This design comes from an exercise in tuning for small area, a short achievable clock period and few clock cycles per item on the open sky130 flow, not from production work.
At most, simulation tests tie the RTL to the original design; equivalence was not proved.
For runs 5 and 6, only the layout was checked, not whether the RTL still works.
No activity file was given, so power comes from the tool's default toggle rates.

==> design/flow/flow/run.sh <==
#!/bin/bash
# The standard layout, with plain buffers (instead of the delay cells the
# resizer picks by default) on the input and output ports.
set -euo pipefail
bash standard.sh BUFFER_PORTS_ARGS="-buffer_cell sky130_fd_sc_hd__buf_2" finish > standard_flow.log 2>&1
==> design/flow/standard.sh <==
#!/bin/bash
# synth_recipe.tcl (not shown) runs the flow's synth.tcl, then flattens the netlist and writes it again
# the make line also repeats each setting of config.mk as NAME=value (left out here)
make -C /OpenROAD-flow-scripts/flow DESIGN_CONFIG=/design/flow/config.mk WORK_HOME=/design/flow/orfs CLKGATE_MAP_FILE= SYNTH_SCRIPT=/design/flow/synth_recipe.tcl "${@:-finish}"
==> design/flow/config.mk <==
export PLATFORM = sky130hd
export DESIGN_NAME = chip8_instruction_execute_top
export DESIGN_NICKNAME = chip8_instruction_execute_top
export VERILOG_FILES = /design/flow/design.v
export SDC_FILE = /design/flow/constraint.sdc
export NUM_CORES = 4
export LEC_CHECK = 0
export ABC_AREA = 1
export ABC_CLOCK_PERIOD_IN_PS = 2500
export CAP_MARGIN = 20
export CORE_MARGIN = 2
export CORE_UTILIZATION = 62
export CTS_CLUSTER_DIAMETER = 100
export CTS_CLUSTER_SIZE = 25
export SETUP_SLACK_MARGIN = 4.4
export SLEW_MARGIN = 20
export TNS_END_PERCENT = 20
==> design/flow/constraint.sdc <==
create_clock -name core_clock -period 7.0 [get_ports {aclk}]
set_input_delay 1.4000 -clock core_clock [delete_from_list [all_inputs] [get_ports {aclk}]]
set_output_delay 1.4000 -clock core_clock [all_outputs]
set_load 0.01 [all_outputs]
==> design/flow/design.v <==
`timescale 1ns / 1ps
`default_nettype none
package c8ie_pkg;
    localparam int unsigned PC_W   = 12;
    localparam int unsigned VREG_W = 8;
    localparam int unsigned VIDX_W = 4;
    localparam int unsigned VREG_N = 16;
    localparam logic [PC_W-1:0]   RESET_START_ADDR = 12'h200;
    localparam logic [VIDX_W-1:0] FLAG_REG         = 4'hF;
    localparam logic [11:0]       NNN_RETURN       = 12'h0EE;
    localparam logic [1:0] ST_OK        = 2'd0;
    localparam logic [1:0] ST_OVERFLOW  = 2'd1;
    localparam logic [1:0] ST_UNDERFLOW = 2'd2;
    localparam logic [1:0] ST_UNHANDLED = 2'd3;
endpackage
`default_nettype wire
`timescale 1ns / 1ps
`default_nettype none
module c8ie_stack #(
    parameter int unsigned STACK_DEPTH = 16,
    parameter int unsigned AW          = 4
) (
    input  wire logic                        aclk,
    input  wire logic                        wr_en,
    input  wire logic [AW-1:0]               wr_addr,
    input  wire logic [c8ie_pkg::PC_W-1:0]   wr_data,
    input  wire logic [AW-1:0]               rd_addr,
    output logic      [c8ie_pkg::PC_W-1:0]   rd_data
);
    logic [c8ie_pkg::PC_W-1:0] mem [STACK_DEPTH];
    always_ff @(posedge aclk) begin
        if (wr_en) begin
            mem[wr_addr] <= wr_data;
        end
    end
    assign rd_data = mem[rd_addr];
endmodule
`default_nettype wire
`timescale 1ns / 1ps
`default_nettype none
module c8ie_vreg_file (
    input  wire logic                          aclk,
    input  wire logic                          clr,
    input  wire logic                          rw,
    input  wire logic [c8ie_pkg::VIDX_W-1:0]   num,
    input  wire logic [c8ie_pkg::VREG_W-1:0]   val,
    input  wire logic                          fw,
    input  wire logic                          fval,
    input  wire logic [c8ie_pkg::VIDX_W-1:0]   rd_x,
    input  wire logic [c8ie_pkg::VIDX_W-1:0]   rd_y,
    output logic      [c8ie_pkg::VREG_W-1:0]   vx,
    output logic      [c8ie_pkg::VREG_W-1:0]   vy
);
    logic [c8ie_pkg::VREG_W-1:0] mem [c8ie_pkg::VREG_N];
    logic [c8ie_pkg::VREG_W-1:0] wval, fwval;
    assign wval  = val;
    assign fwval = fw ? {{(c8ie_pkg::VREG_W-1){1'b0}}, fval} : val;
    always_ff @(posedge aclk) begin
        for (int k = 0; k < c8ie_pkg::VREG_N - 1; k++) begin
            if (clr || (rw && num == c8ie_pkg::VIDX_W'(k))) begin
                mem[k] <= wval;
            end
        end
        if (clr || fw || (rw && num == c8ie_pkg::FLAG_REG)) begin
            mem[c8ie_pkg::VREG_N-1] <= fwval;
        end
    end
    assign vx = mem[rd_x];
    assign vy = mem[rd_y];
endmodule
`default_nettype wire
`timescale 1ns / 1ps
`default_nettype none
module c8ie_exec (
    input  wire logic [15:0]                   ins,
    input  wire logic [7:0]                    ctl,
    input  wire logic                          clr,
    input  wire logic [c8ie_pkg::PC_W-1:0]     pc,
    input  wire logic [c8ie_pkg::PC_W-1:0]     idx,
    input  wire logic                          empty,
    input  wire logic                          full,
    input  wire logic [c8ie_pkg::VREG_W-1:0]   vx,
    input  wire logic [c8ie_pkg::VREG_W-1:0]   vy,
    input  wire logic [c8ie_pkg::PC_W-1:0]     stack_top,
    output logic      [c8ie_pkg::PC_W-1:0]     pc_next,
    output logic      [c8ie_pkg::PC_W-1:0]     pc_inc,
    output logic      [c8ie_pkg::PC_W-1:0]     idx_next,
    output logic                               push,
    output logic                               pop,
    output logic      [c8ie_pkg::VREG_W-1:0]   val,
    output logic                               fval,
    output logic      [1:0]                    status
);
    logic [3:0]  op, n;
    logic [7:0]  nn;
    logic [11:0] nnn, pc_skip;
    logic        a_inv, b_inv, b_nn, cin, sel_sum, is_ret;
    logic        is_sys, is_jmp, is_call, is_skeqi, is_sknei, is_skeqr, is_skner;
    logic        is_ld, is_alu, is_ldi, fn_known, skip;
    logic [7:0]  a, b, s, other;
    logic        cout;
    assign op  = ins[15:12];
    assign n   = ins[3:0];
    assign nn  = ins[7:0];
    assign nnn = ins[11:0];
    assign {a_inv, b_inv, b_nn, cin, sel_sum, is_ret} = ctl[7:2];
    assign is_sys   = (op == 4'h0);
    assign is_jmp   = (op == 4'h1);
    assign is_call  = (op == 4'h2);
    assign is_skeqi = (op == 4'h3);
    assign is_sknei = (op == 4'h4);
    assign is_skeqr = (op == 4'h5);
    assign is_ld    = (op == 4'h6);
    assign is_alu   = (op == 4'h8);
    assign is_skner = (op == 4'h9);
    assign is_ldi   = (op == 4'hA);
    assign fn_known = (n[3] == 1'b0) || (n == 4'hE);
    assign a = vx ^ {8{a_inv}};
    assign b = b_nn ? nn : (vy ^ {8{b_inv}});
    c8ie_add8 u_add (
        .a    (a),
        .b    (b),
        .cin  (cin),
        .s    (s),
        .cout (cout)
    );
    always_comb begin
        other = '0;
        if (!clr) begin
            if (is_ld) begin
                other = nn;
            end else begin
                case (n)
                    4'h0:    other = vy;
                    4'h1:    other = vx | vy;
                    4'h2:    other = vx & vy;
                    4'h3:    other = vx ^ vy;
                    4'h6:    other = {1'b0, vx[7:1]};
                    4'hE:    other = {vx[6:0], 1'b0};
                    default: other = '0;
                endcase
            end
        end
    end
    assign val = (sel_sum && !clr) ? s : other;
    always_comb begin
        case (n)
            4'h6:    fval = vx[0];
            4'hE:    fval = vx[7];
            default: fval = cout;
        endcase
    end
    always_comb begin
        pc_inc[0]  = pc[0];
        pc_skip[0] = pc[0];
        pc_skip[1] = pc[1];
        for (int k = 1; k < 12; k++) begin
            pc_inc[k] = pc[k] ^ (&(pc | (12'hFFF << k) | 12'h001));
        end
        for (int k = 2; k < 12; k++) begin
            pc_skip[k] = pc[k] ^ (&(pc | (12'hFFF << k) | 12'h003));
        end
    end
    assign skip = (is_skeqi && (vx == nn)) || (is_sknei && (vx != nn)) ||
                  (is_skeqr && (vx == vy)) || (is_skner && (vx != vy));
    assign push = is_call && !full;
    assign pop  = is_ret && !empty;
    always_comb begin
        if (pop) begin
            pc_next = stack_top;
        end else if (is_jmp || push) begin
            pc_next = nnn;
        end else if (skip) begin
            pc_next = pc_skip;
        end else begin
            pc_next = pc_inc;
        end
    end
    assign idx_next = is_ldi ? nnn : idx;
    always_comb begin
        status = c8ie_pkg::ST_OK;
        if (is_ret && empty) begin
            status = c8ie_pkg::ST_UNDERFLOW;
        end else if (is_call && full) begin
            status = c8ie_pkg::ST_OVERFLOW;
        end else if ((is_sys && !is_ret) || (op > 4'hA) || (is_alu && !fn_known)) begin
            status = c8ie_pkg::ST_UNHANDLED;
        end
    end
endmodule
module c8ie_predec (
    input  wire logic [15:0] ins,
    output logic      [7:0]  ctl
);
    logic [3:0] op, n;
    logic       is_alu, is_addi, fn_known, fn_arith;
    assign op       = ins[15:12];
    assign n        = ins[3:0];
    assign is_alu   = (op == 4'h8);
    assign is_addi  = (op == 4'h7);
    assign fn_known = (n[3] == 1'b0) || (n == 4'hE);
    assign fn_arith = (n == 4'h4) || (n == 4'h5) || (n == 4'h7);
    assign ctl[7] = is_alu && (n == 4'h7);                         
    assign ctl[6] = (n == 4'h5);                                   
    assign ctl[5] = is_addi;                                       
    assign ctl[4] = is_alu && ((n == 4'h5) || (n == 4'h7));        
    assign ctl[3] = is_addi || (is_alu && fn_arith);               
    assign ctl[2] = (ins == {4'h0, c8ie_pkg::NNN_RETURN});         
    assign ctl[1] = (op == 4'h6) || is_addi || (is_alu && fn_known);    
    assign ctl[0] = is_alu && (fn_arith || n == 4'h6 || n == 4'hE);     
endmodule
module c8ie_add8 (
    input  wire logic [7:0] a,
    input  wire logic [7:0] b,
    input  wire logic       cin,
    output logic      [7:0] s,
    output logic            cout
);
    logic [8:0] g0, p0, g1, p1, g2, p2, g3;
    always_comb begin
        g0[0] = cin;
        p0[0] = 1'b0;
        for (int k = 0; k < 8; k++) begin
            g0[k+1] = a[k] & b[k];
            p0[k+1] = a[k] ^ b[k];
        end
        for (int k = 0; k < 9; k++) begin
            g1[k] = (k >= 1) ? (g0[k] | (p0[k] & g0[k-1])) : g0[k];
            p1[k] = (k >= 1) ? (p0[k] & p0[k-1]) : p0[k];
        end
        for (int k = 0; k < 9; k++) begin
            g2[k] = (k >= 2) ? (g1[k] | (p1[k] & g1[k-2])) : g1[k];
            p2[k] = (k >= 2) ? (p1[k] & p1[k-2]) : p1[k];
        end
        for (int k = 0; k < 9; k++) begin
            g3[k] = (k >= 4) ? (g2[k] | (p2[k] & g2[k-4])) : g2[k];
        end
        for (int k = 0; k < 8; k++) begin
            s[k] = p0[k+1] ^ g3[k];
        end
        cout = g2[8] | (p2[8] & g3[4]);
    end
endmodule
`default_nettype wire
`timescale 1ns / 1ps
`default_nettype none
module chip8_instruction_execute_top #(
    parameter int unsigned STACK_DEPTH = 16
) (
    input  wire logic        aclk,
    input  wire logic        aresetn,
    input  wire logic        cfg_valid,
    output logic             cfg_ready,
    input  wire logic [11:0] cfg_start_address,
    input  wire logic        s_valid,
    output logic             s_ready,
    input  wire logic [15:0] s_instruction,
    output logic             m_valid,
    input  wire logic        m_ready,
    output logic [11:0]      m_pc_value,
    output logic [11:0]      m_index_value,
    output logic             m_reg_written,
    output logic [3:0]       m_reg_number,
    output logic [7:0]       m_vreg_data,
    output logic             m_flag_written,
    output logic             m_flag_value,
    output logic [1:0]       m_status
);
    localparam int unsigned AW = (STACK_DEPTH > 1) ? $clog2(STACK_DEPTH) : 1;
    localparam int unsigned RW = 17;    
    logic        s_ready_reg, rst_reg;
    logic        r_valid_reg, r2_valid_reg, e_valid_reg, h_valid_reg;
    logic        r_valid_nxt, r2_valid_nxt, e_valid_nxt, h_valid_nxt;
    logic        e_fire, r_adv, r_load, accept, h_en;
    logic [15:0] r_ins_reg, r2_ins_reg;
    logic [7:0]  rd_x, rd_y, fwd_x, fwd_y;
    logic [15:0] e_ins_reg;
    logic [7:0]  opx_reg, opy_reg;
    logic [7:0]  r_ctl, e_ctl_reg;
    logic [11:0]   pc_reg, idx_reg;
    logic [AW-1:0] tp_reg;      
    logic          ne_reg;      
    logic [11:0] pc_next, pc_inc, idx_next, stack_top;
    logic        push, pop, e_rw, e_fw, e_fval, w_rw, w_fw;
    logic [7:0]  e_val;
    logic [1:0]  e_status;
    logic [3:0]  e_num;
    logic [RW-1:0] e_res;
    logic [RW-1:0] h_res_reg;
    assign cfg_ready = 1'b1;
    assign s_ready   = s_ready_reg;
    assign h_en    = !h_valid_reg || m_ready;
    assign e_fire  = e_valid_reg && h_en;
    assign r_adv   = !e_valid_reg || h_en;
    assign r_load  = r_adv || !r_valid_reg;
    assign accept  = s_valid && s_ready_reg;
    assign e_num = e_ins_reg[11:8];
    assign e_rw  = e_ctl_reg[1];
    assign e_fw  = e_ctl_reg[0];
    assign w_rw  = e_valid_reg && e_rw;
    assign w_fw  = e_valid_reg && e_fw;
    c8ie_predec u_predec (
        .ins (r_ins_reg),
        .ctl (r_ctl)
    );
    c8ie_vreg_file u_vregs (
        .aclk  (aclk),
        .clr   (rst_reg),
        .rw    (w_rw),
        .num   (e_num),
        .val   (e_val),
        .fw    (w_fw),
        .fval  (e_fval),
        .rd_x  (r_ins_reg[11:8]),
        .rd_y  (r_ins_reg[7:4]),
        .vx    (rd_x),
        .vy    (rd_y)
    );
    always_comb begin
        fwd_x = rd_x;
        if (e_valid_reg && e_fw && r_ins_reg[11:8] == c8ie_pkg::FLAG_REG) begin
            fwd_x = {7'd0, e_fval};
        end else if (e_valid_reg && e_rw && r_ins_reg[11:8] == e_num) begin
            fwd_x = e_val;
        end
        fwd_y = rd_y;
        if (e_valid_reg && e_fw && r_ins_reg[7:4] == c8ie_pkg::FLAG_REG) begin
            fwd_y = {7'd0, e_fval};
        end else if (e_valid_reg && e_rw && r_ins_reg[7:4] == e_num) begin
            fwd_y = e_val;
        end
    end
    c8ie_stack #(
        .STACK_DEPTH (STACK_DEPTH),
        .AW          (AW)
    ) u_stack (
        .aclk    (aclk),
        .wr_en   (e_valid_reg && push),
        .wr_addr (AW'(tp_reg + AW'(1))),
        .wr_data (pc_inc),
        .rd_addr (tp_reg),
        .rd_data (stack_top)
    );
    c8ie_exec u_exec (
        .ins       (e_ins_reg),
        .ctl       (e_ctl_reg),
        .clr       (rst_reg),
        .pc        (pc_reg),
        .idx       (idx_reg),
        .empty     (!ne_reg),
        .full      (ne_reg && tp_reg == AW'(STACK_DEPTH - 1)),
        .vx        (opx_reg),
        .vy        (opy_reg),
        .stack_top (stack_top),
        .pc_next   (pc_next),
        .pc_inc    (pc_inc),
        .idx_next  (idx_next),
        .push      (push),
        .pop       (pop),
        .val       (e_val),
        .fval      (e_fval),
        .status    (e_status)
    );
    assign e_res = {e_rw, e_num, e_val, e_fw, e_fval, e_status};
    always_comb begin
        r_valid_nxt  = r_load ? (r2_valid_reg || accept) : 1'b1;
        r2_valid_nxt = r2_valid_reg ? !r_adv : (accept && r_valid_reg && !r_adv);
        e_valid_nxt  = r_adv ? r_valid_reg : 1'b1;
        h_valid_nxt  = h_en ? e_valid_reg : 1'b1;
    end
    always_ff @(posedge aclk) begin
        rst_reg <= !aresetn;
        if (!aresetn) begin
            s_ready_reg  <= 1'b1;
            r_valid_reg  <= 1'b0;
            r2_valid_reg <= 1'b0;
            e_valid_reg  <= 1'b0;
            h_valid_reg  <= 1'b0;
        end else begin
            s_ready_reg  <= !r2_valid_nxt;
            r_valid_reg  <= r_valid_nxt;
            r2_valid_reg <= r2_valid_nxt;
            e_valid_reg  <= e_valid_nxt;
            h_valid_reg  <= h_valid_nxt;
        end
    end
    always_ff @(posedge aclk) begin
        if (cfg_valid) begin
            pc_reg <= cfg_start_address;
        end else if (rst_reg) begin
            pc_reg <= c8ie_pkg::RESET_START_ADDR;
        end else if (e_fire) begin
            pc_reg <= pc_next;
        end
        if (rst_reg) begin
            idx_reg <= '0;
            ne_reg  <= 1'b0;
            tp_reg  <= AW'(STACK_DEPTH - 1);
        end else if (e_fire) begin
            idx_reg <= idx_next;
            if (push) begin
                ne_reg  <= 1'b1;
                tp_reg  <= AW'(tp_reg + AW'(1));
            end else if (pop) begin
                ne_reg  <= (tp_reg != '0);
                tp_reg  <= AW'(tp_reg - AW'(1));
            end
        end
    end
    always_ff @(posedge aclk) begin
        if (r_load) begin
            r_ins_reg <= r2_valid_reg ? r2_ins_reg : s_instruction;
        end
        if (!r2_valid_reg) begin
            r2_ins_reg <= s_instruction;
        end
        if (r_adv) begin
            e_ins_reg <= r_ins_reg;
            e_ctl_reg <= r_ctl;
            opx_reg   <= fwd_x;
            opy_reg   <= fwd_y;
        end
        if (h_en) begin
            h_res_reg <= e_res;
        end
    end
    assign m_valid = h_valid_reg;
    assign {m_reg_written, m_reg_number, m_vreg_data, m_flag_written, m_flag_value,
            m_status} = h_res_reg;
    assign m_pc_value    = pc_reg;
    assign m_index_value = idx_reg;
endmodule
`default_nettype wire
==> results of run 1 <==
[cell type report]
| type | count | area [um2] | area share |
|---|---|---|---|
| sequential | 448 | 13000 | 0.574 |
| multi-input combinational | 1419 | 7030 | 0.310 |
| timing repair buffer | 124 | 803 | 0.0354 |
| inverter | 178 | 696 | 0.0307 |
| clock buffer | 29 | 566 | 0.0249 |
| tap | 448 | 561 | 0.0247 |
| timing repair inverter | 1 | 7.51 | 0.000331 |
[cells by family (layout without fill, tap and decap cells)]
family,Yosys count,in the layout
xor gates and xnor gates,35,35
other,1,1
and+or+nand+nor,1044,1045
DFF,448,448
buffers and inverters,241,332
adders and majority gates,39,39
AOI/OAI and AO/OA,299,299
[per-layer routing]
layer  track usage  part of all wire  vias up
met1         0.420              0.39     7454
met4         0.123             0.041        2
met3        0.0345             0.068      133
met5             0           0.00023        -
met2         0.561              0.50      688
li1              -                 -     7360
[per-stage QoR]
stage / util / hold slack, ns / std cells
after floorplan: - / 0.414 / 2107
after global placement: 0.656 / 0.431 / 2605
after detailed placement: 0.656 / 0.437 / 2605
after CTS: 0.678 / 0.465 / 2644
after global routing: 0.682 / 0.477 / 2647
final: 0.682 / 0.460 / 2647
[worst min path at each step]
| stage | end | startpoint | cells after the start |
|---|---|---|---|
| 2_1_floorplan | r2_ins_reg[14] | r2_ins_reg[14] | 2 |
| 3_3_place_gp | r2_ins_reg[3] | r2_ins_reg[3] | 2 |
| 3_5_place_dp | r2_ins_reg[15] | r2_ins_reg[15] | 2 |
| 4_1_cts | r2_ins_reg[3] | r2_ins_reg[3] | 2 |
| 5_1_grt | r2_ins_reg[10] | r2_ins_reg[10] | 2 |
| 6_report | r2_ins_reg[7] | r2_ins_reg[7] | 2 |
[power groups by stage]
stage / logic (mW) / registers (mW) / clock network (mW)
CTS: 0.566 / 3.19 / 1.36
detailed placement: 0.543 / 3.25 / 0
floorplan: 0.351 / 3.22 / 0
finish: 0.581 / 3.19 / 1.34
global route: 0.640 / 3.21 / 1.44
global placement: 0.532 / 3.25 / 0
[placed cells by master, fill, tap and decap left out, drive strengths merged]
master,synthesis,routed
a32o,1,1
o21bai,3,3
and2,2,2
ha,38,38
nor2,277,277
xnor2,16,16
o211ai,12,12
clkbuf,40,30
a21o,3,3
a22o,1,1
or2,4,4
a32oi,1,1
o21a,1,1
nand2,559,560
clkinv,2,2
a31oi,6,6
xor2,19,19
dfxtp,43,43
and3,1,1
o221ai,6,6
o2111ai,3,3
nand4,27,27
o22ai,53,53
clkinvlp,0,4
nand3,151,151
edfxtp,405,405
a21oi,62,62
o21ai,143,143
buf,23,123
o2bb2ai,1,1
fa,1,1
o31ai,3,3
nand3b,8,8
conb,1,1
inv,176,173
nor3,15,15
[timing repair]
item                       in CTS  in global routing
gates cloned                    1                  1
pin swaps                       2                  2
setup endpoints to repair     247                289
gates resized for setup        18                 21
buffers inserted                9                  2
==> run notes, run 1 <==
final setup fails 0; Synth async-reset ratio 0; final worst setup slack 4.33 ns; vias in the first global route 14800; Worst Path Required 5.60 ns; Clock Sinks 448; f_max 0.374 GHz; Crit. path cell count 1; final instance area 22700 um2; nets 2265; clock buffer depth 3; critical path's largest stage delay 0.53 ns; pre-CTS setup slack 3.60 ns; placed instance area 21800 um2; Syn Nets 2179; share of cells above drive strength 1 0.103; pin count of the biggest net entering global routing 89; Mapped Area 20800 um2; unrepaired setup endpoints after global routing yes; Post-Synth Simple-Gate Area 0.210; die area 35100 um2; Clk pin slew, worst setup/hold paths 0.10 ns; Commonest cells post-synth nand2_1 (552), edfxtp_1 (405), nor2_1 (258); # DRC 0; hold buffer count at CTS 0; Worst setup EP type primary output; GPL Wtd Cong 0.963; r2r setup slk 4.37 ns; Die Wd 187 um; Synth Warn # 6; main combinational cell family by area after synthesis simple AND/OR/NAND/NOR gates; critical path endpoint m_pc_value[8]; Cells after Synth 2107; first-pass GRT wire length 86.0 mm; post-route minimum period 2.67 ns; Max Slew Vio Count 0; Worst-Margin Slew 1.03 ns; cell with the most instances after synthesis nand2_1; core outline area 33300 um2; Rel. slew slack 0.314; Reg-to-Reg End opy_reg[7]; die height 187 um; skew final 0.0130 ns; initial antenna violation count 1; Switch Pwr 1.28 mW; Initial Util 0.626; Avg Inst Size Synth 9.89 um2; clk latency of the worst-skew pair 0.54 ns; status no timing/DRC/antenna violations; worst reg2reg startpoint e_ctl_reg[6]; area share of the largest cell type after synthesis 0.584; CP Launch Type flip-flop; Max IR drop VDD 0.207 mV; CTS Root Cell clkbuf_16; I/O Buffers 75; post-synthesis mux area share 0; peak fanout along the critical path 6; Antenna Diode Count 0; Total Power 5.12 mW; post-DR wirelength/cell 21.4 um; Hold Path Class reg -> reg; H-tree Lvls 1; sequential power share 0.624; xor/xnor cell area share of the yosys netlist 0.0147; Net Sw Frac 0.250; EDFF count, synth 405; # IOs 77; Compound-Gate Fraction of Synth Area 0.0810; Internal Pwr Total 3.84 mW; crit path buf inv count 1; grt ovf 0; Largest register FFs 192; sequential share of the synthesized area 0.625; combinational power share 0.114; dpl hpwl 39.0 mm; Post-synth top flop edfxtp_1; count of cell types in the netlist 47; Crit. Startpoint pc_reg[8]; 1st-pass router iterations 7; main area contributors after synthesis edfxtp_1 (58%), nand2_1 (9.9%), nor2_1 (4.6%); Routed Wire Length 56.5 mm; Post-Synth Adder-Cell Area 0.0238; Total GRT Usage 0.322; Crit Path Category reg -> out; Clock Power Share 0.262; Rows 67; Cell Chain, Critical Path buf_2; Worst EP arrival 1.27 ns; setup TNS 0 ns; Via density 5.91; Filler Cell Count 2611; Power Dens Cells 226 nW/um2; CP delay by family, top flip-flops; CTS tree yes; final worst-path cycle share 0.382; Max Cap Viol 0; 1st-iter DRT viols 1638; synthesized flop and latch total 448; Worst Reg-to-Reg Cells 13; crit path max-delay cell type edfxtp_1; Final ANT Viol Nets 0; area leader, netlist edfxtp_1; Final Hold Fails 0; Inserted Clock Buffers 21; Area growth, synth to finish 8.89%; Via Count 15600; leakage power 9.11 nW
Testbench counts, summed over its fixed seeds: cycles 12,024, items 12,000.
==> run 2, diff against run 1 <==
--- a/design/flow/config.mk
+++ b/design/flow/config.mk
@@ -14,4 +14,4 @@
 export CTS_CLUSTER_SIZE = 25
 export SETUP_SLACK_MARGIN = 4.4
 export SLEW_MARGIN = 20
-export TNS_END_PERCENT = 20
+export TNS_END_PERCENT = 10
==> run 2 against run 1 <==
Highest routed layer unchanged. Synthesized area is the same. Sequential share of layout area decreased by 0.091 points. Cell count increased by 0.11%. Largest cell class unchanged. Via count down 0.17%. Still clean. Die area unchanged. First-iteration DRC count did not move. Maximum frequency shrank 0.29%. Synthesized cell count did not move. Core utilization grew 0.11 points. Routed wire length about the same. Cell area up 0.16%.
==> run notes, run 2 <==
hold_sp r2_ins_reg[3]; Max Slew Vio Count 0 (unchanged); Hold Path Class reg -> reg; most frequent cells in the layout nand2_1 (543), edfxtp_1 (405), nor2_1 (250), inv_1 (156), nand3_1 (149); # IOs 77 (unchanged); die area 35100 um2 (unchanged); crit path max-delay cell type edfxtp_1; skew final 0.0150 ns (+0.00196 ns); Routed Wire Length 56.5 mm (about the same); Initial Util 0.626 (unchanged); post-route minimum period 2.68 ns (+0.00788 ns); dpl hpwl 39.0 mm (unchanged); Worst-Margin Slew 1.01 ns (-0.0212 ns); Via Count 15600 (-0.17%); CP delay by family, top flip-flops; Inserted Clock Buffers 21 (unchanged); GPL Wtd Cong 0.963 (unchanged); Rows 67 (unchanged); crit path buf inv count 1 (unchanged); nets 2268 (+0.13%); final worst-path cycle share 0.383 (+0.00113); H-tree Lvls 1 (unchanged); Worst setup EP type primary output; Max IR drop VDD 0.206 mV (-0.41%); hold slack 0.459 ns (-0.00119 ns); Multi-input gate area 7000 um2 (-0.44%); clk latency of the worst-skew pair 0.54 ns (about the same); status no timing/DRC/antenna violations; main area contributors after synthesis edfxtp_1 (58%), nand2_1 (9.9%), nor2_1 (4.6%); Power Dens Cells 225 nW/um2 (-0.14%); final setup fails 0 (unchanged); Commonest cells post-synth nand2_1 (552), edfxtp_1 (405), nor2_1 (258); f_max 0.373 GHz (-0.29%); Syn Nets 2179 (unchanged); count of cell types in the netlist 47 (unchanged); Worst EP arrival 1.28 ns (about the same); peak fanout along the critical path 6 (unchanged); EDFF count, synth 405 (unchanged); Final Hold Fails 0 (unchanged); Cell Chain, Critical Path buf_2; Clock Sinks 448 (unchanged); die height 187 um (unchanged); Area growth, synth to finish 9.06%; CTS Root Cell clkbuf_16; Via density 5.89 (-0.28%); Avg Inst Size Synth 9.89 um2 (unchanged); 1st-iter DRT viols 1638 (unchanged); CTS tree yes; commonest non-fill, non-tap cell in the layout nand2_1; area share of the largest cell type after synthesis 0.584 (unchanged); post-DR wirelength/cell 21.3 um (-0.16%); Worst Path Required 5.60 ns (about the same); Rel. slew slack 0.328 (+0.0141); Total GRT Usage 0.322 (unchanged); Filler Cell Count 2596 (-0.57%); core outline area 33300 um2 (unchanged); vias in the first global route 14800 (unchanged); Clk pin slew, worst setup/hold paths 0.10 ns (about the same); Synth async-reset ratio 0 (unchanged); first-pass GRT wire length 86.0 mm (unchanged); initial antenna violation count 1 (unchanged); area leader, netlist edfxtp_1; pin count of the biggest net entering global routing 89 (unchanged); # DRC 0 (unchanged); Final ANT Viol Nets 0 (unchanged); share of cells above drive strength 1 0.104 (+0.000768); CP Launch Type flip-flop; setup TNS 0 ns (unchanged); cell with the most instances after synthesis nand2_1; worst reg2reg startpoint e_ctl_reg[6]; unrepaired setup endpoints after global routing yes; Mapped Area 20800 um2 (unchanged); grt ovf 0 (unchanged); Cells after Synth 2107 (unchanged); clock buffer depth 3 (unchanged); Post-synth top flop edfxtp_1; Synth Warn # 6 (unchanged); Max Cap Viol 0 (unchanged); 1st-pass router iterations 7 (unchanged); Crit Path Category reg -> out; critical path's largest stage delay 0.54 ns (about the same); synthesized flop and latch total 448 (unchanged); leakage power 9.13 nW (+0.24%); Largest register FFs 192 (unchanged); sequential share of the synthesized area 0.625 (unchanged); register area 13000 um2 (unchanged); Die Wd 187 um (unchanged); Antenna Diode Count 0 (unchanged); Crit. Startpoint pc_reg[8]; I/O Buffers 75 (unchanged)
## run 2: routing by layer
| metal | vias to the layer above | wire length, um | GRT usage |
|---|---|---|---|
| met3 | 118 | 3910 | 0.0345 |
| li1 | 7364 | - | - |
| met4 | 2 | 2240 | 0.123 |
| met5 | - | 13 | 0 |
| met2 | 687 | 28100 | 0.561 |
| met1 | 7440 | 22200 | 0.420 |
## run 2: worst paths after layout
kind	slack [ns]	cells past startpoint	endpoint
max reg2reg	4.39	13	opy_reg[7]
max	4.32	1	m_pc_value[8]
min	0.46	2	r2_ins_reg[3]
min reg2reg	0.46	2	r2_ins_reg[3]
## run 2: cell type report
class | instances | area share
multi-input cells | 1418 | 0.308
flip-flops and latches | 448 | 0.573
clock buffers | 29 | 0.0249
repair inverters | 1 | 0.000330
repair buffers | 128 | 0.0383
well taps | 448 | 0.0247
inverters | 178 | 0.0306
## run 2: kinds of logic (layout without fill, tap and decap cells)
family                     count (synthesis)  after routing  synth area share
DFF                                      448            448             0.625
and+or+nand+nor                         1044           1044             0.210
buffers and inverters                    241            336            0.0455
adders and majority gates                 39             39            0.0238
AOI/OAI and AO/OA                        299            299            0.0810
other                                      1              1          0.000180
xor gates and xnor gates                  35             35            0.0147
## run 2: stage by stage
step / instance area [um2] / setup slack, ns / cells / power (mW) / util
5_1_grt: 22700 / 4.20 / 2650 / 5.29 / 0.683
6_report: 22700 / 4.32 / 2650 / 5.12 / 0.683
3_3_place_gp: 21800 / 3.74 / 2605 / 3.78 / 0.656
4_1_cts: 22600 / 4.20 / 2644 / 5.11 / 0.678
3_5_place_dp: 21800 / 3.60 / 2605 / 3.80 / 0.656
2_1_floorplan: 20900 / 4.31 / 2107 / 3.57 / -
## run 2: power breakdown
| group | internal [mW] | leakage (nW) | switching [mW] |
|---|---|---|---|
| registers | 3.09 | 4.34 | 0.108 |
| clock network | 0.566 | 0.274 | 0.777 |
| logic | 0.192 | 4.52 | 0.392 |
| total | 3.84 | 9.13 | 1.28 |
## run 2: what timing repair did
| item | CTS | global route |
|---|---|---|
| buffers inserted | 9 | 6 |
| gates cloned | 1 | 0 |
| pin swaps | 2 | 3 |
| gates resized for setup | 17 | 17 |
| endpoints found under the setup margin | 247 | 289 |
| endpoints found under the hold margin | 0 | 0 |
| hold buffers | 0 | 0 |
==> run 3, diff against run 2 <==
--- a/design/flow/config.mk
+++ b/design/flow/config.mk
@@ -10,8 +10,8 @@
 export CAP_MARGIN = 20
 export CORE_MARGIN = 2
 export CORE_UTILIZATION = 62
-export CTS_CLUSTER_DIAMETER = 100
+export CTS_CLUSTER_DIAMETER = 150
 export CTS_CLUSTER_SIZE = 25
 export SETUP_SLACK_MARGIN = 4.4
 export SLEW_MARGIN = 20
-export TNS_END_PERCENT = 10
+export TNS_END_PERCENT = 20
==> run 3 against run 2 <==
Critical endpoint unchanged. Largest cell class unchanged. First-iteration DRC count increased by 7.3%. Synthesized area unchanged. Flip-flop and latch count is the same. Critical path type unchanged. Critical path depth stayed put.
==> run notes, run 3 <==
Cell Chain, Critical Path buf_2; area leader, netlist edfxtp_1; Hold Path Class reg -> reg; I/O Buffers 75 (unchanged); pin count of the biggest net entering global routing 89 (unchanged); setup TNS 0 ns (unchanged); crit path buf inv count 1 (unchanged); count of cell types in the netlist 47 (unchanged); f_max 0.373 GHz (+0.11%); final worst setup slack 4.32 ns (+0.00287 ns); Commonest cells post-synth nand2_1 (552), edfxtp_1 (405), nor2_1 (258); final setup fails 0 (unchanged); Rel. slew slack 0.317 (-0.0110); critical path's largest stage delay 0.54 ns (about the same); Clk pin slew, worst setup/hold paths 0.10 ns (about the same); Routed Wire Length 56.7 mm (+0.41%); sequential share of the synthesized area 0.625 (unchanged); Via density 5.93 (+0.60%); dpl hpwl 39.0 mm (unchanged); Compound-Gate Fraction of Synth Area 0.0810 (unchanged); main combinational cell family by area after synthesis simple AND/OR/NAND/NOR gates; nets 2267 (-0.044%); Final Hold Fails 0 (unchanged); Power Dens Cells 225 nW/um2 (-0.14%); cell with the most instances after synthesis nand2_1; Max Slew Vio Count 0 (unchanged); H-tree Lvls 1 (unchanged); Worst setup EP type primary output; pre-CTS setup slack 3.60 ns (unchanged); Worst EP arrival 1.28 ns (about the same); skew final 0.0143 ns (-0.000699 ns); hold slack 0.459 ns (+0.0000100 ns); unrepaired setup endpoints after global routing yes; CTS tree yes; Die Wd 187 um (unchanged); clock buffer depth 3 (unchanged); Synth Warn # 6 (unchanged); EDFF count, synth 405 (unchanged); status no timing/DRC/antenna violations; commonest non-fill, non-tap cell in the layout nand2_1; post-DR wirelength/cell 21.4 um (+0.45%); first-pass GRT wire length 86.0 mm (about the same); hold-critical path depth 2 (unchanged); CP delay by family, top flip-flops; clk latency of the worst-skew pair 0.55 ns (about the same); initial antenna violation count 1 (unchanged); Inserted Clock Buffers 21 (unchanged); 1st-iter DRT viols 1757 (+7.3%); Max IR drop VDD 0.206 mV (-0.47%); peak fanout along the critical path 6 (unchanged); post-synthesis mux area share 0 (unchanged); Initial Util 0.626 (unchanged); Reg-to-Reg End opy_reg[7]; Cells after Synth 2107 (unchanged); die height 187 um (unchanged); main area contributors after synthesis edfxtp_1 (58%), nand2_1 (9.9%), nor2_1 (4.6%); WHS Endpoint r2_ins_reg[3]; 1st-pass router iterations 6 (-1); die area 35100 um2 (unchanged); Avg Inst Size Synth 9.89 um2 (unchanged); post-route minimum period 2.68 ns (-0.00287 ns); Synth async-reset ratio 0 (unchanged); Worst Path Required 5.60 ns (about the same); Layout Utilization 0.682 (about the same); final instance area 22700 um2 (about the same); Largest register FFs 192 (unchanged); placed instance area 21800 um2 (unchanged); CP Launch Type flip-flop; # IOs 77 (unchanged); GPL Wtd Cong 0.963 (unchanged); Area growth, synth to finish 8.99% (about the same); Mapped Area 20800 um2 (unchanged); Max Cap Viol 0 (unchanged); area share of the largest cell type after synthesis 0.584 (unchanged); Post-synth top flop edfxtp_1; vias in the first global route 14800 (-0.18%); crit path max-delay cell type edfxtp_1; Crit Path Category reg -> out; share of cells above drive strength 1 0.104 (+0.000501); grt ovf 0 (unchanged); r2r setup slk 4.42 ns (+0.03 ns); CTS Root Cell clkbuf_16; worst reg2reg startpoint e_ctl_reg[5]; Via Count 15700 (+0.56%); xor/xnor cell area share of the yosys netlist 0.0147 (unchanged); Clock Sinks 448 (unchanged); Worst-Margin Slew 1.02 ns (+0.0164 ns); Syn Nets 2179 (unchanged); Antenna Diode Count 0 (unchanged); Post-Synth Simple-Gate Area 0.210 (unchanged); Worst Reg-to-Reg Cells 13 (unchanged); leakage power 9.12 nW (-0.10%); Total GRT Usage 0.322 (about the same); # DRC 0 (unchanged); final worst-path cycle share 0.383 (-0.000410); hold_sp r2_ins_reg[3]; synthesized flop and latch total 448 (unchanged); Final ANT Viol Nets 0 (unchanged); Rows 67 (unchanged); Post-Synth Adder-Cell Area 0.0238 (unchanged); most frequent cells in the layout nand2_1 (543), edfxtp_1 (405), nor2_1 (249), inv_1 (156), nand3_1 (148); core outline area 33300 um2 (unchanged)
==> run 3: metrics by stage <==
stage	cells	total power [mW]
6_report	2649	5.11
5_1_grt	2649	5.28
4_1_cts	2641	5.10
3_5_place_dp	2605	3.80
3_3_place_gp	2605	3.78
2_1_floorplan	2107	3.57
==> run 3: cell families after synthesis <==
| family | after synthesis |
|---|---|
| AND/OR/NAND/NOR | 1044 |
| flip-flops | 448 |
| AO/OA/AOI/OAI | 299 |
| adder cells (fa/ha/maj) | 39 |
| XOR/XNOR | 35 |
| buffers and inverters | 241 |
| other | 1 |
==> run 3: how the worst max path moves through the flow <==
stage / from / end / slack (ns) / cells after the start
after floorplan: m_ready / s_ready_reg / 4.31 / 6
after global placement: m_ready / idx_reg[11] / 3.74 / 7
after detailed placement: m_ready / idx_reg[1] / 3.60 / 7
after CTS: opx_reg[6] / pc_reg[4] / 4.20 / 12
after global routing: m_ready / s_ready_reg / 4.21 / 7
final: pc_reg[8] / m_pc_value[8] / 4.32 / 1
==> run 3: area by class of cell <==
class                           count  area, um2
Sequential cell                   448      13000
Fill cell                        2603      10600
Multi-Input combinational cell   1419       7040
Timing Repair Buffer              126        828
Inverter                          178        696
Tap cell                          448        561
Clock buffer                       28        552
Timing Repair inverter              1       7.51
Clock inverter                      1       3.75
==> run 3: power breakdown <==
group          internal, mW  switching (mW)
clock                 0.555           0.777
sequential             3.09           0.108
combinational         0.189           0.395
==> run 3: routing by layer <==
layer,GRT usage,vias to the layer above,part of all wire
met3,0.0358,128,0.072
met2,0.558,731,0.49
met1,0.421,7470,0.39
met5,0,-,0.00023
met4,0.121,2,0.041
li1,-,7367,-
==> run 3: timing repair <==
item | CTS | global route
endpoints found under the setup margin | 246 | 264
buffers inserted | 6 | 7
hold buffers | 0 | 0
resized for setup | 17 | 24
cloned | 1 | 1
pin swaps | 2 | 4
==> run 4, diff against run 3 <==
--- a/design/flow/design.v
+++ b/design/flow/design.v
@@ -297,8 +297,8 @@
     assign e_num = e_ins_reg[11:8];
     assign e_rw  = e_ctl_reg[1];
     assign e_fw  = e_ctl_reg[0];
-    assign w_rw  = e_valid_reg && e_rw;
-    assign w_fw  = e_valid_reg && e_fw;
+    assign w_rw  = e_fire && e_rw;
+    assign w_fw  = e_fire && e_fw;
     c8ie_predec u_predec (
         .ins (r_ins_reg),
         .ctl (r_ctl)
@@ -335,7 +335,7 @@
         .AW          (AW)
     ) u_stack (
         .aclk    (aclk),
-        .wr_en   (e_valid_reg && push),
+        .wr_en   (e_fire && push),
         .wr_addr (AW'(tp_reg + AW'(1))),
         .wr_data (pc_inc),
         .rd_addr (tp_reg),
==> design/flow/run.sh (new file) <==
#!/bin/bash
# synth_recipe.tcl (not shown) runs the flow's synth.tcl, then flattens the netlist and writes it again
# the make line also repeats each setting of config.mk as NAME=value (left out here)
make -C /OpenROAD-flow-scripts/flow DESIGN_CONFIG=/design/flow/config.mk WORK_HOME=/design/flow/orfs CLKGATE_MAP_FILE= SYNTH_SCRIPT=/design/flow/synth_recipe.tcl finish
==> design/flow/config.mk (replaced) <==
export PLATFORM = sky130hd
export DESIGN_NAME = chip8_instruction_execute_top
export DESIGN_NICKNAME = chip8_instruction_execute_top
export VERILOG_FILES = /design/flow/design.v
export SDC_FILE = /design/flow/constraint.sdc
export NUM_CORES = 4
export LEC_CHECK = 0
export ABC_CLOCK_PERIOD_IN_PS = 2500
export CAP_MARGIN = 20
export CORE_MARGIN = 2
export CORE_UTILIZATION = 40
export CTS_CLUSTER_DIAMETER = 100
export CTS_CLUSTER_SIZE = 20
export SETUP_SLACK_MARGIN = 4.5
export SLEW_MARGIN = 20
export TNS_END_PERCENT = 5
removed: design/flow/flow/run.sh
removed: design/flow/standard.sh
==> run 4 against run 3 <==
Still clean. Sequential power about the same. Global-route usage decreased by 9.7 points. Synthesized area increased by 1.5%. Cell area increased by 10%. Core utilization decreased by 20 points. Die area increased by 56%. Combinational power increased by about 50%. Worst hold slack about the same. Flip-flop and latch count unchanged. Critical path type is now reg -> reg. Largest cell class unchanged.
==> run notes, run 4 <==
most frequent cells in the layout edfxtp_1 (405), buf_4 (85), nor2_1 (75), nand2_1 (74), a21oi_1 (53); final instance area 25100 um2 (+10%); Initial Util 0.403 (-0.223); placed instance area 22700 um2 (+3.8%); Max IR drop VDD 0.173 mV (-16%); Rel. slew slack 0.302 (-0.0149); Crit Path Category reg -> reg; initial antenna violation count 5 (+4); sequential share of the synthesized area 0.616 (-0.00935); Largest register FFs 192 (unchanged); Power Dens Cells 228 nW/um2 (+1.4%); area share of the largest cell type after synthesis 0.575 (-0.00874); area leader, netlist edfxtp_1; main area contributors after synthesis edfxtp_1 (57%), mux4_2 (5.3%), dfxtp_1 (4.1%); xor/xnor cell area share of the yosys netlist 0.0207 (+0.00599); Commonest cells post-synth edfxtp_1 (405), nor2_1 (94), nand2_1 (81); nets 1728 (-24%); CTS tree yes; vias in the first global route 13400 (-9.1%); share of cells above drive strength 1 0.205 (+0.101); Clk pin slew, worst setup/hold paths 0.09 ns (about the same); Synth Warn # 6 (unchanged); Hold Path Class reg -> reg; cell with the most instances after synthesis edfxtp_1; 1st-iter DRT viols 1798 (+2.3%); Mapped Area 21200 um2 (+1.5%); post-synthesis mux area share 0.119 (+0.119); Synth async-reset ratio 0 (unchanged); Area growth, synth to finish 18.5%; pin count of the biggest net entering global routing 52 (-42%); Inserted Clock Buffers 27 (+29%); Avg Inst Size Synth 13.9 um2 (+41%); Total GRT Usage 0.226 (-0.0966); clock buffer depth 3 (unchanged); synthesized flop and latch total 448 (unchanged); final worst setup slack 4.16 ns (-0.160 ns); pre-CTS setup slack 2.22 ns (-1.37 ns); hold buffer count at CTS 0 (unchanged); final worst-path cycle share 0.406 (+0.0228); post-DR wirelength/cell 26.4 um (+23%); Post-synth top flop edfxtp_1; core outline area 52400 um2 (+58%); die height 234 um (+25%); Rows 84 (+25%); met2 WL 28.5 mm (+1.7%); Die Wd 234 um (+25%); Worst setup EP type flip-flop; Syn Nets 1594 (-27%); setup TNS 0 ns (unchanged); H-tree Lvls 1 (unchanged); I/O Buffers 75 (unchanged); first-pass GRT wire length 90.5 mm (+5.2%); max layer used met5; final setup fails 0 (unchanged); Cells after Synth 1522 (-28%); Max Cap Viol 0 (unchanged); count of cell types in the netlist 74 (+57%); Via Count 14200 (-9.5%); Routed Wire Length 62.6 mm (+10%); Worst-Margin Slew 1.04 ns (+0.0196 ns); Routed met3 length 5.59 mm (+37%); EDFF count, synth 405 (unchanged); GPL Wtd Cong 0.953 (-1.0%); # IOs 77 (unchanged); status no timing/DRC/antenna violations; Worst EP arrival 3.21 ns (+1.93 ns); Worst Path Required 7.37 ns (+1.77 ns); CTS Root Cell clkbuf_16; main combinational cell family by area after synthesis multiplexers; unrepaired setup endpoints after global routing yes; # DRC 0 (unchanged); Max Slew Vio Count 0 (unchanged); dpl hpwl 39.7 mm (+1.9%); Clock Sinks 448 (unchanged); Final ANT Viol Nets 0 (unchanged); leakage power 9.13 nW (about the same); CP Launch Type flip-flop; die area 54700 um2 (+56%); Via density 6.00 (+1.2%); f_max 0.352 GHz (-5.6%); clk latency of the worst-skew pair 0.62 ns (+0.07 ns); 1st-pass router iterations 5 (-1); routed length on met1 26.9 mm (+21%); skew final 0.0341 ns (+0.0198 ns); peak fanout along the critical path 47 (+41); grt ovf 0 (unchanged); Post-Synth Simple-Gate Area 0.0904 (-0.119); Compound-Gate Fraction of Synth Area 0.0997 (+0.0188); Final Hold Fails 0 (unchanged); commonest non-fill, non-tap cell in the layout edfxtp_1; post-route minimum period 2.84 ns (+0.160 ns); Filler Cell Count 4460 (+71%); Post-Synth Adder-Cell Area 0.0234 (-0.000356)
run 4: repair_timing:
item                       CTS  global route
setup buffers               70            33
setup endpoints to repair  654           547
gates cloned                 3             1
gates resized for setup     95            64
pin swaps                   22            21
run 4: path summary, 6_finish.rpt:
| path | from | end | slack (ns) | cells after the start |
|---|---|---|---|---|
| max | r_ins_reg[10] | opx_reg[6] | 4.16 | 7 |
| min | e_ctl_reg[1] | h_res_reg[16] | 0.46 | 0 |
| max reg2reg | r_ins_reg[10] | opx_reg[6] | 4.16 | 7 |
| min reg2reg | e_ctl_reg[1] | h_res_reg[16] | 0.46 | 0 |
run 4: final cells by class:
class | instances | area [um2] | share of cell area
Timing Repair inverter | 1 | 5.00 | 0.000200
Tap cell | 688 | 861 | 0.0344
Multi-Input combinational cell | 925 | 8040 | 0.321
Inverter | 53 | 221 | 0.00884
Timing Repair Buffer | 200 | 2060 | 0.0824
Clock buffer | 45 | 743 | 0.0297
Antenna cell | 4 | 10.0 | 0.000399
Clock inverter | 5 | 83.8 | 0.00335
Sequential cell | 448 | 13000 | 0.520
run 4: logic make-up after synthesis:
logic type / count (synthesis)
other: 1
XOR/XNOR: 50
buffers and inverters: 149
AO/OA/AOI/OAI: 301
AND/OR/NAND/NOR: 377
multiplexers: 157
flip-flops: 448
adder cells (fa/ha/maj): 39
run 4: routing by layer:
layer / vias to the layer above / track usage
li1: 6217 / -
met1: 7184 / 0.325
met2: 709 / 0.348
met3: 97 / 0.0475
met4: 4 / 0.0595
met5: - / 0
run 4: worst max-delay path, cell delays in order (launching register included):
cell	delay, ns
edfxtp_1	0.36
buf_4	0.31
and2_0	0.46
o2bb2ai_1	0.22
a221o_1	0.38
a2111oi_1	0.55
or4_1	0.22
o21ai_0	0.08
run 4: through the flow:
stage	hold slack, ns	util	cells	power, mW
2_1_floorplan	0.421	-	1522	3.65
5_1_grt	0.468	0.478	2366	5.90
3_5_place_dp	0.454	0.432	2207	3.95
3_3_place_gp	0.444	0.432	2207	3.94
4_1_cts	0.466	0.467	2330	5.64
6_report	0.458	0.478	2369	5.72
run 4: power breakdown:
part | switching, mW | internal [mW]
clock network | 0.897 | 0.779
logic | 0.519 | 0.355
registers | 0.0928 | 3.07
total | 1.51 | 4.21
Testbench counts of run 4, summed over its fixed seeds: cycles 12,024, items 12,000.
==> run 5, diff against run 4 <==
--- a/design/flow/design.v
+++ b/design/flow/design.v
@@ -266,20 +266,21 @@
     output logic             m_flag_value,
     output logic [1:0]       m_status
 );
+    localparam int unsigned CW = $clog2(STACK_DEPTH + 1);
     localparam int unsigned AW = (STACK_DEPTH > 1) ? $clog2(STACK_DEPTH) : 1;
     localparam int unsigned RW = 17;    
     logic        s_ready_reg, rst_reg;
-    logic        r_valid_reg, r2_valid_reg, e_valid_reg, h_valid_reg;
-    logic        r_valid_nxt, r2_valid_nxt, e_valid_nxt, h_valid_nxt;
-    logic        e_fire, r_adv, r_load, accept, h_en;
-    logic [15:0] r_ins_reg, r2_ins_reg;
+    logic        k_valid_reg, e_valid_reg, h_valid_reg;
+    logic        k_valid_nxt, e_valid_nxt, h_valid_nxt;
+    logic        e_fire, e_load, accept, h_en;
+    logic [15:0] k_ins_reg, src_ins;
     logic [7:0]  rd_x, rd_y, fwd_x, fwd_y;
     logic [15:0] e_ins_reg;
     logic [7:0]  opx_reg, opy_reg;
-    logic [7:0]  r_ctl, e_ctl_reg;
+    logic [7:0]  src_ctl, e_ctl_reg;
     logic [11:0]   pc_reg, idx_reg;
-    logic [AW-1:0] tp_reg;      
-    logic          ne_reg;      
+    logic [CW-1:0] cnt_reg;
+    logic [AW-1:0] tp_reg;
     logic [11:0] pc_next, pc_inc, idx_next, stack_top;
     logic        push, pop, e_rw, e_fw, e_fval, w_rw, w_fw;
     logic [7:0]  e_val;
@@ -291,17 +292,17 @@
     assign s_ready   = s_ready_reg;
     assign h_en    = !h_valid_reg || m_ready;
     assign e_fire  = e_valid_reg && h_en;
-    assign r_adv   = !e_valid_reg || h_en;
-    assign r_load  = r_adv || !r_valid_reg;
+    assign e_load  = !e_valid_reg || h_en;
     assign accept  = s_valid && s_ready_reg;
+    assign src_ins = k_valid_reg ? k_ins_reg : s_instruction;
     assign e_num = e_ins_reg[11:8];
     assign e_rw  = e_ctl_reg[1];
     assign e_fw  = e_ctl_reg[0];
     assign w_rw  = e_fire && e_rw;
     assign w_fw  = e_fire && e_fw;
     c8ie_predec u_predec (
-        .ins (r_ins_reg),
-        .ctl (r_ctl)
+        .ins (src_ins),
+        .ctl (src_ctl)
     );
     c8ie_vreg_file u_vregs (
         .aclk  (aclk),
@@ -311,22 +312,22 @@
         .val   (e_val),
         .fw    (w_fw),
         .fval  (e_fval),
-        .rd_x  (r_ins_reg[11:8]),
-        .rd_y  (r_ins_reg[7:4]),
+        .rd_x  (src_ins[11:8]),
+        .rd_y  (src_ins[7:4]),
         .vx    (rd_x),
         .vy    (rd_y)
     );
     always_comb begin
-        fwd_x = rd_x;
-        if (e_valid_reg && e_fw && r_ins_reg[11:8] == c8ie_pkg::FLAG_REG) begin
+        fwd_x = rst_reg ? '0 : rd_x;
+        if (e_valid_reg && e_fw && src_ins[11:8] == c8ie_pkg::FLAG_REG) begin
             fwd_x = {7'd0, e_fval};
-        end else if (e_valid_reg && e_rw && r_ins_reg[11:8] == e_num) begin
+        end else if (e_valid_reg && e_rw && src_ins[11:8] == e_num) begin
             fwd_x = e_val;
         end
-        fwd_y = rd_y;
-        if (e_valid_reg && e_fw && r_ins_reg[7:4] == c8ie_pkg::FLAG_REG) begin
+        fwd_y = rst_reg ? '0 : rd_y;
+        if (e_valid_reg && e_fw && src_ins[7:4] == c8ie_pkg::FLAG_REG) begin
             fwd_y = {7'd0, e_fval};
-        end else if (e_valid_reg && e_rw && r_ins_reg[7:4] == e_num) begin
+        end else if (e_valid_reg && e_rw && src_ins[7:4] == e_num) begin
             fwd_y = e_val;
         end
     end
@@ -336,7 +337,7 @@
     ) u_stack (
         .aclk    (aclk),
         .wr_en   (e_fire && push),
-        .wr_addr (AW'(tp_reg + AW'(1))),
+        .wr_addr (cnt_reg[AW-1:0]),
         .wr_data (pc_inc),
         .rd_addr (tp_reg),
         .rd_data (stack_top)
@@ -347,8 +348,8 @@
         .clr       (rst_reg),
         .pc        (pc_reg),
         .idx       (idx_reg),
-        .empty     (!ne_reg),
-        .full      (ne_reg && tp_reg == AW'(STACK_DEPTH - 1)),
+        .empty     (cnt_reg == '0),
+        .full      (cnt_reg >= CW'(STACK_DEPTH)),
         .vx        (opx_reg),
         .vy        (opy_reg),
         .stack_top (stack_top),
@@ -363,29 +364,26 @@
     );
     assign e_res = {e_rw, e_num, e_val, e_fw, e_fval, e_status};
     always_comb begin
-        r_valid_nxt  = r_load ? (r2_valid_reg || accept) : 1'b1;
-        r2_valid_nxt = r2_valid_reg ? !r_adv : (accept && r_valid_reg && !r_adv);
-        e_valid_nxt  = r_adv ? r_valid_reg : 1'b1;
-        h_valid_nxt  = h_en ? e_valid_reg : 1'b1;
+        k_valid_nxt = k_valid_reg ? !e_load : (accept && !e_load);
+        e_valid_nxt = e_load ? (k_valid_reg || accept) : 1'b1;
+        h_valid_nxt = h_en ? e_valid_reg : 1'b1;
     end
     always_ff @(posedge aclk) begin
         rst_reg <= !aresetn;
         if (!aresetn) begin
-            s_ready_reg  <= 1'b1;
-            r_valid_reg  <= 1'b0;
-            r2_valid_reg <= 1'b0;
-            e_valid_reg  <= 1'b0;
-            h_valid_reg  <= 1'b0;
+            s_ready_reg <= 1'b1;
+            k_valid_reg <= 1'b0;
+            e_valid_reg <= 1'b0;
+            h_valid_reg <= 1'b0;
         end else begin
-            s_ready_reg  <= !r2_valid_nxt;
-            r_valid_reg  <= r_valid_nxt;
-            r2_valid_reg <= r2_valid_nxt;
-            e_valid_reg  <= e_valid_nxt;
-            h_valid_reg  <= h_valid_nxt;
+            s_ready_reg <= !k_valid_nxt;
+            k_valid_reg <= k_valid_nxt;
+            e_valid_reg <= e_valid_nxt;
+            h_valid_reg <= h_valid_nxt;
         end
     end
     always_ff @(posedge aclk) begin
-        if (cfg_valid) begin
+        if (aresetn && cfg_valid) begin
             pc_reg <= cfg_start_address;
         end else if (rst_reg) begin
             pc_reg <= c8ie_pkg::RESET_START_ADDR;
@@ -394,29 +392,26 @@
         end
         if (rst_reg) begin
             idx_reg <= '0;
-            ne_reg  <= 1'b0;
-            tp_reg  <= AW'(STACK_DEPTH - 1);
+            cnt_reg <= '0;
+            tp_reg  <= '1;
         end else if (e_fire) begin
             idx_reg <= idx_next;
             if (push) begin
-                ne_reg  <= 1'b1;
-                tp_reg  <= AW'(tp_reg + AW'(1));
+                cnt_reg <= cnt_reg + CW'(1);
+                tp_reg  <= tp_reg + AW'(1);
             end else if (pop) begin
-                ne_reg  <= (tp_reg != '0);
-                tp_reg  <= AW'(tp_reg - AW'(1));
+                cnt_reg <= cnt_reg - CW'(1);
+                tp_reg  <= tp_reg - AW'(1);
             end
         end
     end
     always_ff @(posedge aclk) begin
-        if (r_load) begin
-            r_ins_reg <= r2_valid_reg ? r2_ins_reg : s_instruction;
+        if (!k_valid_reg) begin
+            k_ins_reg <= s_instruction;
         end
-        if (!r2_valid_reg) begin
-            r2_ins_reg <= s_instruction;
-        end
-        if (r_adv) begin
-            e_ins_reg <= r_ins_reg;
-            e_ctl_reg <= r_ctl;
+        if (e_load) begin
+            e_ins_reg <= src_ins;
+            e_ctl_reg <= src_ctl;
             opx_reg   <= fwd_x;
             opy_reg   <= fwd_y;
         end
--- a/design/flow/config.mk
+++ b/design/flow/config.mk
@@ -9,8 +9,6 @@
 export CAP_MARGIN = 20
 export CORE_MARGIN = 2
 export CORE_UTILIZATION = 40
-export CTS_CLUSTER_DIAMETER = 100
-export CTS_CLUSTER_SIZE = 20
 export SETUP_SLACK_MARGIN = 4.5
 export SLEW_MARGIN = 20
 export TNS_END_PERCENT = 5
==> run 5 against run 4 <==
Setup slack got worse by 0.16 ns. Critical path type is now in -> reg. Non-clock buffer count rose by 39. Routed wire length rose by 0.39%. Cell area rose by 0.33%. Total power rose by 11%. Clock power rose by 46%. Die area fell by 4.7%. Synthesized area fell by 4.8%.
==> run notes, run 5 <==
status no timing/DRC/antenna violations; Hold Path Class reg -> reg; # DRC 0 (unchanged); Max Slew Vio Count 0 (unchanged); most frequent cells in the layout edfxtp_1 (389), buf_4 (133), nor2_1 (105), mux4_2 (66), a22oi_1 (60); Mapped Area 20100 um2 (-4.8%); CP delay by family, top compound AO/OA/AOI/OAI gates; sequential share of the synthesized area 0.626 (+0.00988); commonest non-fill, non-tap cell in the layout edfxtp_1; sequential power share 0.490 (-0.064); main combinational cell family by area after synthesis compound AO/OA/AOI/OAI gates; Compound-Gate Fraction of Synth Area 0.127 (+0.0270); Die Wd 228 um (-2.4%); final worst-path cycle share 0.429 (+0.0232); leakage power 9.08 nW (-0.59%); Final ANT Viol Nets 0 (unchanged); Internal Pwr Total 4.73 mW (+12%); Post-synth top flop edfxtp_1; Final Hold Fails 0 (unchanged); cell with the most instances after synthesis edfxtp_1; Switch Pwr 1.60 mW (+6.3%); Synth Warn # 6 (unchanged); skew final 0.0202 ns (-0.0139 ns); Worst-Margin Slew 1.10 ns (+0.0621 ns); 1st-pass router iterations 8 (+3); main area contributors after synthesis edfxtp_1 (58%), mux4_2 (7.4%), dfxtp_1 (4.6%); Commonest cells post-synth edfxtp_1 (389), nor2_1 (126), mux4_2 (66); unrepaired setup endpoints after global routing yes; Area growth, synth to finish 24.8%; setup TNS 0 ns (unchanged); Clock Power Share 0.389 (+0.096); nets 1715 (-0.75%); first-pass GRT wire length 90.7 mm (+0.27%); Clk pin slew, worst setup/hold paths 0.06 ns (-0.03 ns); Routed Wire Length 62.8 mm (+0.39%); CTS Root Cell clkbuf_16; Largest register FFs 192 (unchanged); CTS tree yes; vias in the first global route 13800 (+2.8%); Crit Path Category in -> reg; H-tree Lvls 2 (+1); Cells after Synth 1443 (-5.2%); grt ovf 0 (unchanged); Total GRT Usage 0.234 (+0.00811); peak fanout along the critical path 22 (-53%); Net Sw Frac 0.253 (-0.0108); xor/xnor cell area share of the yosys netlist 0.0239 (+0.00321); Placed Instances 2127 (-3.6%); count of cell types in the netlist 81 (+9.5%); I/O Buffers 75 (unchanged); initial antenna violation count 2 (-3); post-DR wirelength/cell 26.7 um (+1.0%); CP Launch Type input pin; Initial Util 0.403 (about the same); area leader, netlist edfxtp_1; placed instance area 21600 um2 (-4.5%); final instance area 25100 um2 (+0.33%); GR met3 Demand/Resource 0.0443 (-0.00326); pre-CTS setup slack 2.59 ns (+0.365 ns); Via Count 14300 (+0.64%); Syn Nets 1516 (-4.9%); EDFF count, synth 389 (-4.0%); dpl hpwl 39.8 mm (+0.29%); Inserted Clock Buffers 47 (+74%); f_max 0.333 GHz (-5.4%); Post-Synth Simple-Gate Area 0.0778 (-0.0126); post-synthesis mux area share 0.0906 (-0.0288); fin cells 2354 (-0.63%); crit path max-delay cell type or4b_4; area share of the largest cell type after synthesis 0.580 (+0.00486); Cell Chain, Critical Path buf_4 -> o32ai_2 -> buf_6 -> a22o_1 -> a222oi_1 -> or4b_4 -> o211a_1 -> a221o_1; Via density 6.08 (+1.3%); Max IR drop VDD 0.202 mV (+17%); met2 Use GR 0.374 (+0.0260); final setup fails 0 (unchanged); # IOs 77 (unchanged); synthesized flop and latch total 435 (-2.9%); Power Dens Cells 252 nW/um2 (+10%); Worst setup EP type flip-flop; core outline area 50000 um2 (-4.7%); Max Cap Viol 0 (unchanged); Avg Inst Size Synth 14.0 um2 (+0.46%); crit path buf inv count 2 (+1); met1 usage 0.314 (-0.0112); post-route minimum period 3.00 ns (+0.163 ns); Rows 82 (-2.4%); Worst EP arrival 3.34 ns (+0.13 ns); combinational power share 0.122 (-0.031); final worst setup slack 4.00 ns (-0.163 ns); share of cells above drive strength 1 0.276 (+0.0711); Post-Synth Adder-Cell Area 0.0260 (+0.00254); die height 228 um (-2.4%); Clock Sinks 435 (-2.9%); 1st-iter DRT viols 1931 (+7.4%); Worst Path Required 7.34 ns (-0.03 ns); clk latency of the worst-skew pair 0.59 ns (-0.03 ns); critical path's largest stage delay 0.51 ns (-0.04 ns); die area 52200 um2 (-4.7%); clock buffer depth 3 (unchanged); Synth async-reset ratio 0 (unchanged); Most Crowded Layer GR met2; Rel. slew slack 0.261 (-0.0414); pin count of the biggest net entering global routing 68 (+31%); GPL Wtd Cong 0.964 (+1.1%)
run 5: cell count changes after synthesis, moves of 20 or more:
| cell | before | now |
|---|---|---|
| nand2_1 | 81 | 49 |
| a222oi_1 | 4 | 37 |
| a22oi_1 | 18 | 63 |
| nor2_1 | 94 | 126 |
| nand3_1 | 41 | 21 |
| mux2_2 | 42 | 11 |
| mux2i_1 | 48 | 20 |
run 5: cell type report:
| class | instances | area, um2 |
|---|---|---|
| Antenna cell | 2 | 5.00 |
| Timing Repair inverter | 1 | 8.76 |
| Multi-Input combinational cell | 868 | 7730 |
| Clock inverter | 29 | 278 |
| Sequential cell | 435 | 12600 |
| Tap cell | 672 | 841 |
| Timing Repair Buffer | 239 | 2220 |
| Inverter | 50 | 204 |
| Clock buffer | 58 | 1240 |
| Fill cell | 4284 | 24800 |
run 5: worst paths after layout:
check,from,endpoint,slack [ns],cells past startpoint
setup / recovery,s_instruction[7],opy_reg[0],4.00,8
hold / removal,idx_reg[3],idx_reg[3],0.50,2
setup reg to reg,opy_reg[0],u_vregs.mem[2][7],4.08,11
hold reg to reg,idx_reg[3],idx_reg[3],0.50,2
run 5: per-layer routing:
layer	up-vias	part of all wire
li1	6151	-
met1	7228	0.41
met2	753	0.47
met3	168	0.081
met4	2	0.042
met5	-	0.00018
run 5: metrics by stage:
step	hold WS, ns	util	power [mW]
floorplan	0.424	-	3.47
global placement	0.476	0.433	3.74
detailed placement	0.482	0.433	3.75
CTS	0.500	0.490	6.29
global route	0.526	0.503	6.53
finish	0.496	0.503	6.33
run 5: logic make-up after synthesis:
logic type	after synthesis
AOI/OAI and AO/OA	353
xor gates and xnor gates	55
adders and majority gates	40
buffers and inverters	142
DFF	435
muxes	98
other	1
and+or+nand+nor	319
run 5: what timing repair did:
action                     4_1_cts  5_1_grt
pin swaps                       47       17
buffers inserted                81       50
cloned                           3        4
setup endpoints to repair      606      627
gates resized for setup        198       51
hold buffers                     0        0
run 5: worst min-delay path: stages, from the launching register on:
cell	delay [ns]
dfxtp_1	0.32
mux2i_1	0.07
nor2_1	0.07
run 5: power by group through the flow:
stage	Clock (mW)	Sequential, mW	Combinational (mW)
after floorplan	0	3.10	0.370
after global placement	0	3.17	0.576
after detailed placement	0	3.17	0.584
after CTS	2.49	3.10	0.698
after global routing	2.60	3.11	0.824
final	2.46	3.10	0.771
==> run 6, diff against run 5 <==
--- a/design/flow/config.mk
+++ b/design/flow/config.mk
@@ -9,6 +9,7 @@
 export CAP_MARGIN = 20
 export CORE_MARGIN = 2
 export CORE_UTILIZATION = 40
+export CTS_BUF_LIST = sky130_fd_sc_hd__clkbuf_8
 export SETUP_SLACK_MARGIN = 4.5
 export SLEW_MARGIN = 20
 export TNS_END_PERCENT = 5
==> run 6 against run 5 <==
Still clean on timing, DRC and antenna. Register-to-register slack worse by 0.08 ns. Critical path depth is 3 higher. Cell area is 0.36% lower. Global-route usage is 0.61 points higher. Via count is 1.6% higher. Sequential share of layout area is 0.18 points higher. Flip-flop and latch count stayed put. Non-clock buffer count is 10 lower. First-iteration DRC count is 14% higher. Worst hold slack worse by 0.0021 ns. Sequential power hardly changed. Die area stayed put.
==> run notes, run 6 <==
status no timing/DRC/antenna violations; area share of the largest cell type after synthesis 0.580 (unchanged); Avg Inst Size Synth 14.0 um2 (unchanged); Worst setup EP type flip-flop; Synth Warn # 6 (unchanged); r2r setup slk 4.00 ns (-0.08 ns); Routed Wire Length 65.4 mm (+4.1%); f_max 0.333 GHz (-0.10%); Final ANT Viol Nets 0 (unchanged); crit path max-delay cell type edfxtp_1; Final Hold Fails 0 (unchanged); H-tree Lvls 3 (+1); final setup fails 0 (unchanged); commonest non-fill, non-tap cell in the layout edfxtp_1; Max Slew Vio Count 0 (unchanged); hold_sp idx_reg[9]; Worst Path Required 7.41 ns (+0.07 ns); Placed Instances 2127 (unchanged); Power Dens Cells 246 nW/um2 (-2.3%); Crit Path Category reg -> reg; skew final 0.0298 ns (+0.00966 ns); Multi-input gate area 7750 um2 (+0.21%); Commonest cells post-synth edfxtp_1 (389), nor2_1 (126), mux4_2 (66); Hold Path Class reg -> reg; Filler Cell Count 4344 (+1.4%); die height 228 um (unchanged); area leader, netlist edfxtp_1; core outline area 50000 um2 (unchanged); GPL Wtd Cong 0.964 (unchanged); Cells after Synth 1443 (unchanged); Clk pin slew, worst setup/hold paths 0.06 ns (about the same); leakage power 9.22 nW (+1.6%); Total GRT Usage 0.240 (+0.00611); Max IR drop VDD 0.157 mV (-22%); hold-critical path depth 2 (unchanged); vias in the first global route 14000 (+1.8%); Via Count 14500 (+1.6%); CP Launch Type flip-flop; dpl hpwl 39.8 mm (unchanged); hold buffer count at CTS 0 (unchanged); Total Power 6.17 mW (-2.7%); final worst-path cycle share 0.429 (+0.000440); first-pass GRT wire length 92.4 mm (+1.9%); setup TNS 0 ns (unchanged); die area 52200 um2 (unchanged); Worst-Margin Slew 1.08 ns (-0.0222 ns); Largest register FFs 192 (unchanged); # IOs 77 (unchanged); fin cells 2394 (+1.7%)
[run 6: cell counts after synthesis]
No cell type changed its count.
[run 6: final cells by class]
cell class / count / area share
Timing Repair Buffer: 229 / 0.0865
Tap cell: 672 / 0.0336
Clock inverter: 55 / 0.0155
Timing Repair inverter: 1 / 0.000350
Clock buffer: 78 / 0.0429
Sequential cell: 435 / 0.503
Multi-Input combinational cell: 870 / 0.309
Inverter: 50 / 0.00814
Antenna cell: 4 / 0.000400
[run 6: timing repair]
item,4_1_cts,5_1_grt
endpoints found under the hold margin,0,0
gates cloned,4,6
pin swaps,43,20
endpoints found under the setup margin,613,624
setup buffers,74,46
gates resized for setup,208,82
[run 6: worst max path at each step]
stage,startpoint,to
after floorplan,s_instruction[7],opy_reg[0]
after global placement,s_instruction[6],opy_reg[0]
after detailed placement,s_instruction[6],opy_reg[0]
after CTS,pc_reg[1],m_pc_value[1]
after global routing,e_ctl_reg[6],opy_reg[7]
final,opy_reg[0],opy_reg[7]
[run 6: worst register-to-register path, delay by kind of cell, from the launching register on]
family,cells,cell delay [ns]
AOI/OAI and AO/OA,7,1.29
xor gates and xnor gates,2,0.35
adders and majority gates,1,0.42
buffers and inverters,1,0.20
DFF,1,0.49
[run 6: cells by family (layout without fill, tap and decap cells)]
logic type,Yosys count,after routing,synth area share
mux,98,98,0.0906
xor+xnor,55,55,0.0239
simple gates,319,322,0.0778
buf+inv,142,413,0.0293
flops,435,435,0.626
other cells,1,5,0.000186
compound gates,353,354,0.127
fa+ha+maj,40,40,0.0260
[run 6: stage by stage]
stage	worst slack, ns	area [um2]	hold slack [ns]
global route	3.90	25000	0.517
CTS	4.08	24300	0.499
global placement	2.66	21600	0.476
floorplan	3.67	20200	0.424
finish	4.00	25100	0.494
detailed placement	2.59	21600	0.482
[run 6: power by group]
group          internal, mW  switching (mW)
Sequential             2.99           0.118
Combinational         0.309           0.447
Clock                  1.23            1.07
[run 6: routing by layer]
layer  global-route usage  vias to the layer above  routed length (um)
li1                     -                     6207                   -
met1                0.321                     7228               26000
met2                0.376                      869               30200
met3               0.0515                      228                5810
met4                0.109                        2                3420
met5                    0                        -                   5

Re-timed with assumed drivers on the ports (clkbuf_16 on the clock, buf_2 on other inputs), run 6 has 3.995 ns of setup slack against 3.995 ns with ideal ports, and 3.306 ns once port delays also move by the mid clock arrival of 0.710 ns.
